Source: an optimization exercise on an open RTL-to-GDS flow (aim: small area, a short achievable clock period and few clock cycles per item). Production flows keep margins and buffers that such runs may drop. Only simulation tests tie the RTL to the original design; equivalence was not proved.

trial 12:
// fpu_pipe_unit
module fpu_pipe_unit #(
    parameter int EXP_W = 8,
    parameter int MAN_W = 23,
    parameter int TAG_W = 4
) (
    input  logic                 clk,
    input  logic                 rst_n,
    input  logic                 in_valid,
    output logic                 in_ready,
    input  logic [1:0]           in_op,
    input  logic [EXP_W+MAN_W:0] in_a,
    input  logic [EXP_W+MAN_W:0] in_b,
    input  logic [TAG_W-1:0]     in_tag,
    output logic                 out_valid,
    input  logic                 out_ready,
    output logic [EXP_W+MAN_W:0] out_y,
    output logic [TAG_W-1:0]     out_tag,
    output logic [3:0]           out_flags,
    output logic [3:0]           sticky,
    input  logic                 sticky_clr
);
    localparam logic [1:0] K_ZERO = 2'd0;
    localparam logic [1:0] K_INF  = 2'd1;
    localparam logic [1:0] K_NAN  = 2'd2;
    localparam logic [1:0] K_NV   = 2'd3;
    logic adv;           
    logic hv_q;          
    assign adv      = !hv_q || out_ready;
    assign in_ready = adv;
    logic        v1_q;
    logic [3:0]  tag1_q;
    logic        mul1_q;
    logic [31:0] a1_q;
    logic [8:0]  b1_q;           
    logic [35:0] f1_q;           
    logic        mzb1_q;         
    logic        stk1_q;         
    logic [4:0]  tza_in, tzb_in;
    always_comb begin
        tza_in = 5'd23;
        tzb_in = 5'd23;
        for (int i = 22; i >= 0; i--) begin
            if (in_a[i]) tza_in = 5'(i);
            if (in_b[i]) tzb_in = 5'(i);
        end
    end
    logic [11:0] one_in, two_in, neg_in;
    fpu_booth_enc u_enc (.y({1'b1, in_b[22:0]}), .one(one_in), .two(two_in), .neg(neg_in));
    always_ff @(posedge clk or negedge rst_n) begin
        if (!rst_n)   v1_q <= 1'b0;
        else if (adv) v1_q <= in_valid;
    end
    always_ff @(posedge clk) begin
        if (adv) begin
            tag1_q <= in_tag;
            mul1_q <= (in_op == 2'd2);
            a1_q   <= in_a;
            b1_q   <= {in_b[31] ^ (in_op == 2'd1), in_b[30:23]};
  ...
Size: about 260 flip-flops, roughly 120 I/O pins, ~30000 um^2 of cells after synthesis.
==> flow/config.mk <==
export PLATFORM = sky130hd
export DESIGN_NAME = fpu_pipe_unit
export DESIGN_NICKNAME = fpu_pipe_unit
export VERILOG_FILES = /design/flow/design.v
export SDC_FILE = /design/flow/constraint.sdc
export NUM_CORES = 4
export LEC_CHECK = 0
export ABC_AREA = 1
export CAP_MARGIN = 20
export CORE_MARGIN = 2
export CORE_UTILIZATION = 50
export SETUP_SLACK_MARGIN = 5
export SLEW_MARGIN = 20
==> flow/constraint.sdc <==
create_clock -name core_clock -period 10.0 [get_ports {clk}]
set_input_delay 2.0000 -clock core_clock [delete_from_list [all_inputs] [get_ports {clk}]]
set_output_delay 2.0000 -clock core_clock [all_outputs]
set_load 0.01 [all_outputs]
standard.sh (not shown) runs the stock make flow with config.mk's settings and CLKGATE_MAP_FILE= SYNTH_SCRIPT=/design/flow/synth_recipe.tcl, a recipe that flattens the netlist after the stock synthesis.
==> flow/flow/run.sh <==
#!/bin/bash
# The standard layout (standard.sh), with the port buffers that
# buffer_ports inserts made of sky130_fd_sc_hd__buf_1 cells (every input and
# output port still gets its own buffer). Everything else is the standard flow's.
set -euo pipefail
sed 's|"\${@:-finish}"|BUFFER_PORTS_ARGS="-buffer_cell sky130_fd_sc_hd__buf_1" "${@:-finish}"|' standard.sh > standard_ports.sh
grep -q 'BUFFER_PORTS_ARGS="-buffer_cell sky130_fd_sc_hd__buf_1"' standard_ports.sh
bash standard_ports.sh > standard.log 2>&1
Testbench counts of trial 12, summed over its fixed seeds: cycles 12,032, items 12,000.
Inputs modified between trial 12 and build 37:
Settings: a change of CORE_UTILIZATION from 50 to 40.
==> flow/run.sh (new file) <==
#!/bin/bash
# synth_recipe.tcl (not shown) runs the flow's synth.tcl, then flattens the netlist and writes it again
# the make line also repeats each setting of config.mk as NAME=value (left out here)
make -C /OpenROAD-flow-scripts/flow DESIGN_CONFIG=/design/flow/config.mk WORK_HOME=/design/flow/orfs CLKGATE_MAP_FILE= SYNTH_SCRIPT=/design/flow/synth_recipe.tcl finish
removed: flow/flow/run.sh
removed: flow/standard.sh
Build 37 reached the end of the flow, and the finished layout is clean on the timing, DRC and antenna checks. Trial 12 reached the final stage; the timing, DRC and antenna checks on its layout passed. Going from trial 12 to build 37, global placement routability congestion fell about 4.3%; number of buffers added by the clock tree synthesis step has decreased. Build 37 vs trial 12 — total instance count after detailed placement climbed by a few percent. Of build 37 and trial 12, the run reporting the higher logic depth of the worst setup path including buffers was build 37. Trial 12 reports its termination of the worst setup path as r0_q[4]$_DFFE_PP_ while build 37 reports ci2_q$_DFFE_PP_. Trial 12 leaves more setup margin than build 37. Against trial 12, build 37 comes in 10 higher on count of standard-cell rows. For total number of multi-input combinational cells, build 37 and trial 12 come out practically identical.

port drivers added, routing unchanged:
The flow's constraints put no driver on any port. The routed layouts listed below were extracted and timed again, unchanged, in two steps.
Step 1 (the two cells are an assumption about what drives the block):
set clk [get_ports {clk}]
set_driving_cell -lib_cell sky130_fd_sc_hd__clkbuf_16 $clk
set_driving_cell -lib_cell sky130_fd_sc_hd__buf_2 [delete_from_list [all_inputs] $clk]
Step 2, shift: input delay + t, output delay - t, t = (earliest + latest rising clock arrival at the registers) / 2. This alone moves slack from input paths to output paths.
a / b / c = ideal ports / drivers / drivers and shift; a / b = the first two.
run | shift t [ns] | setup WS [ns] | hold WS [ns] | worst setup path at the end | pins driven straight from the clock port
trial 12 | 0.625 | 5.077 / 5.077 / 5.077 | 0.416 / 0.416 / 0.416 | register to register | 1
build 37 | 0.625 | 4.972 / 4.972 / 4.972 | 0.414 / 0.414 / 0.414 | register to register | 1
After both steps every run listed still meets setup and hold.
